This design comes from an exercise in tuning for small area, a short achievable clock period and few clock cycles per item on the open sky130 flow, not from production work. Only simulation tests tie the RTL to the original design; equivalence was not proved.

09-12:
## cursor_line_editor_top
module cursor_line_editor_top #(
	parameter int LINE_CAPACITY = 64
) (
	input  logic        clk,
	input  logic        arst_n,
	input  logic        req_valid,
	output logic        req_stall,
	input  logic [8:0]  req_word,
	output logic        rsp_valid,
	input  logic        rsp_stall,
	output logic [18:0] rsp_word
);
	localparam int N  = LINE_CAPACITY;
	localparam int AW = $clog2(N);
	localparam int LW = $clog2(N + 1);
	localparam int DW = LW + 1;
	logic          hv_q;
	logic [7:0]    hkey_q;
	logic          h_read_q, h_left_q, h_right_q, h_del_q, h_bksp_q, h_home_q, h_end_q, h_ins_q;
	logic [7:0]    cells [N];
	logic [LW-1:0] len_q;
	logic [LW-1:0] cur_q;
	logic          ovf_q;
	logic          at_end_q;    
	logic          at_zero_q;   
	logic          busy_q;      
	logic          first_q;     
	logic [AW-1:0] rd_q;        
	logic [7:0]    rdh_q;       
	logic [7:0]    rdl_q;       
	logic [LW-1:0] rem_q;       
	logic [DW-1:0] dif_q;       
	logic          lt_rd_q;     
	logic          le_rd_q;     
	logic          rsp_valid_q;
	logic [18:0]   rsp_q;
	logic full;
	assign full = len_q[LW-1];
	logic m_ins, m_del, m_bk, streaming, ok, ek, er, fire;
	assign m_ins     = h_ins_q && !full;
	assign m_del     = h_del_q && !at_end_q;
	assign m_bk      = h_bksp_q && !at_zero_q;
	assign streaming = busy_q && !first_q;
	assign ok        = (h_ins_q && (full || lt_rd_q)) ||
	                   (h_del_q && (at_end_q || lt_rd_q)) ||
	                   (h_bksp_q && (at_zero_q || le_rd_q)) ||
	                   h_left_q || h_right_q || h_home_q || h_end_q;
	assign ek        = hv_q && !h_read_q && (!busy_q || (streaming && ok));
	assign er        = hv_q && h_read_q && !busy_q;
	assign fire      = ek || er;
	logic [N:0] ge;
	always_comb begin
		for (int i = 0; i <= N; i++) ge[i] = (LW'(i) >= cur_q);
	end
	logic [N-1:0] p_l, p_k, p_r, s_l, s_k, s_r, s_h;
	always_comb begin
		for (int i = 0; i < N; i++) begin
			p_l[i] = m_ins && (i > 0) && ge[i > 0 ? i - 1 : 0];
			p_k[i] = m_ins && ge[i] && ((i == 0) || !ge[i > 0 ? i - 1 : 0]);
			p_r[i] = (m_del && ge[i]) || (m_bk && ge[i + 1]);
			s_l[i] = ek && p_l[i];
			s_k[i] = ek && p_k[i];
			s_r[i] = ek && p_r[i];
  ...
export LEC_CHECK = 0
export ABC_CLOCK_PERIOD_IN_PS = 3000
export CAP_MARGIN = 10
export CORE_MARGIN = 2
export CORE_UTILIZATION = 40
export PLACE_DENSITY = 0.6
export SETUP_SLACK_MARGIN = 1.6
export SLEW_MARGIN = 10
export TNS_END_PERCENT = 5
create_clock -name core_clock -period 4.5 [get_ports {clk}]
run.sh (not shown) runs the stock make flow with config.mk's settings and CLKGATE_MAP_FILE= SYNTH_SCRIPT=/design/flow/synth_recipe.tcl, a recipe that flattens the netlist after the stock synthesis.
09-12 completed; timing, DRC and antenna clean
Testbench counts of 09-12, summed over its fixed seeds: cycles 46,842, items 12,000.
Setup changes, 09-12 to 08-03
--- a/flow/design.v
+++ b/flow/design.v
@@ -36,24 +36,27 @@
 	localparam int AW = $clog2(N);
 	localparam int LW = $clog2(N + 1);
 	localparam int DW = LW + 1;
 	logic          hv_q;
 	logic [7:0]    hkey_q;
 	logic          h_read_q, h_left_q, h_right_q, h_del_q, h_bksp_q, h_home_q, h_end_q, h_ins_q;
 	logic [7:0]    cells [N];
 	logic [LW-1:0] len_q;
 	logic [LW-1:0] cur_q;
 	logic          ovf_q;
 	logic          at_end_q;    
 	logic          at_zero_q;   
+	logic [8:0]    gth_q;
+	logic [8:0]    eqh_q;
+	logic [7:0]    gel_q;
 	logic          busy_q;      
 	logic          first_q;     
 	logic [AW-1:0] rd_q;        
 	logic [7:0]    rdh_q;       
 	logic [7:0]    rdl_q;       
 	logic [LW-1:0] rem_q;       
 	logic [DW-1:0] dif_q;       
 	logic          lt_rd_q;     
 	logic          le_rd_q;     
 	logic          rsp_valid_q;
 	logic [18:0]   rsp_q;
 	logic full;
@@ -63,25 +66,25 @@
 	assign m_del     = h_del_q && !at_end_q;
 	assign m_bk      = h_bksp_q && !at_zero_q;
 	assign streaming = busy_q && !first_q;
 	assign ok        = (h_ins_q && (full || lt_rd_q)) ||
 	                   (h_del_q && (at_end_q || lt_rd_q)) ||
 	                   (h_bksp_q && (at_zero_q || le_rd_q)) ||
 	                   h_left_q || h_right_q || h_home_q || h_end_q;
 	assign ek        = hv_q && !h_read_q && (!busy_q || (streaming && ok));
 	assign er        = hv_q && h_read_q && !busy_q;
 	assign fire      = ek || er;
 	logic [N:0] ge;
 	always_comb begin
-		for (int i = 0; i <= N; i++) ge[i] = (LW'(i) >= cur_q);
+		for (int i = 0; i <= N; i++) ge[i] = gth_q[i / 8] || (eqh_q[i / 8] && gel_q[i % 8]);
 	end
 	logic [N-1:0] p_l, p_k, p_r, s_l, s_k, s_r, s_h;
 	always_comb begin
 		for (int i = 0; i < N; i++) begin
 			p_l[i] = m_ins && (i > 0) && ge[i > 0 ? i - 1 : 0];
 			p_k[i] = m_ins && ge[i] && ((i == 0) || !ge[i > 0 ? i - 1 : 0]);
 			p_r[i] = (m_del && ge[i]) || (m_bk && ge[i + 1]);
 			s_l[i] = ek && p_l[i];
 			s_k[i] = ek && p_k[i];
 			s_r[i] = ek && p_r[i];
 			s_h[i] = !ek || !(p_l[i] || p_k[i] || p_r[i]);
 		end
@@ -227,24 +230,27 @@
 	logic       take_in;
 	logic [8:0] hw_n;
 	assign req_stall = hv_q && !fire;
 	assign take_in   = req_valid && !req_stall;
 	assign hw_n      = req_word;
 	assign rsp_valid = rsp_valid_q;
 	assign rsp_word  = rsp_q;
 	always_ff @(posedge clk or negedge arst_n) begin
 		if (!arst_n) begin
 			hv_q        <= 1'b0;
 			len_q       <= '0;
 			cur_q       <= '0;
+			gth_q       <= 9'h1FE;
+			eqh_q       <= 9'h001;
+			gel_q       <= 8'hFF;
 			ovf_q       <= 1'b0;
 			at_end_q    <= 1'b1;
 			at_zero_q   <= 1'b1;
 			busy_q      <= 1'b0;
 			first_q     <= 1'b0;
 			rd_q        <= '0;
 			rdh_q       <= 8'd1;
 			rdl_q       <= 8'd1;
 			rem_q       <= '0;
 			dif_q       <= '0;
 			lt_rd_q     <= 1'b0;
 			le_rd_q     <= 1'b1;
@@ -256,24 +262,29 @@
 			else if (!rsp_stall) rsp_valid_q <= 1'b0;
 			busy_q  <= busy_n;
 			first_q <= first_n;
 			rd_q    <= rd_n;
 			rdh_q   <= 8'd1 << rd_n[5:3];
 			rdl_q   <= 8'd1 << rd_n[2:0];
 			if (act) rem_q <= ({LW{busy_q && load}} & rem_m1) | ({LW{busy_q && !load}} & rem_q) |
 			                  ({LW{!busy_q && load}} & len_m1) |
 			                  ({LW{!busy_q && !load}} & (empty ? LW'(1) : len_q));
 			if (load && first) ovf_q <= 1'b0;
 			if (ek && h_ins_q && full) ovf_q <= 1'b1;
 			cur_q     <= cur_n;
+			for (int a = 0; a < 9; a++) begin
+				gth_q[a] <= (4'(a) > cur_n[6:3]);
+				eqh_q[a] <= (4'(a) == cur_n[6:3]);
+			end
+			for (int b = 0; b < 8; b++) gel_q[b] <= (3'(b) >= cur_n[2:0]);
 			len_q     <= len_n;
 			at_end_q  <= at_end_n;
 			at_zero_q <= at_zero_n;
 			dif_q     <= dif_n;
 			lt_rd_q   <= lt_rd_n;
 			le_rd_q   <= le_rd_n;
 		end
 	end
 	always_ff @(posedge clk) begin
 		if (take_in) begin
 			hkey_q    <= hw_n[7:0];
 			h_read_q  <= hw_n[8];
On final standard cell area without fillers, 09-12 loses to 08-03. The faster design of the two is 09-12; 08-03 tops out lower. Changes observed in 08-03 relative to 09-12: full die area +1.6%; netlist area before placement went up by about 1.7%; placed instance count saw an increase. Relative to 09-12, antenna cell count increased by 5 in 08-03. Summary: with 09-12 as the reference, final-layout clock buffer total in 08-03 moved up slightly.
Testbench counts of 08-03, summed over its fixed seeds: cycles 46,842, items 12,000.

[re-timing with driven ports]
How much do the figures lean on ideal ports? The routed layouts below were timed once more, with nothing changed but the port constraints.
Step 1 assumes that a clkbuf_16 drives the clock port and a buf_2 every other input.
Step 2 also shifts input and output timing later by t, the mid clock arrival at the registers, as if the neighbouring blocks saw the same clock.
a / b / c = no drivers / after step 1 / after step 2; a / b = the first two.
run | t (ns) | setup WS [ns] | worst setup path after step 2 | worst data-port slew with drivers (ns)
09-12 | 0.703 | 1.301 / 1.301 / 1.079 | input to register | 0.04
08-03 | 0.708 | 1.206 / 1.206 / 0.875 | input to register | 0.05
After both steps every run listed still meets setup and hold. For 08-03, which loses most, drivers alone change the setup slack by 0.000 ns; drivers and shift together by -0.331 ns.
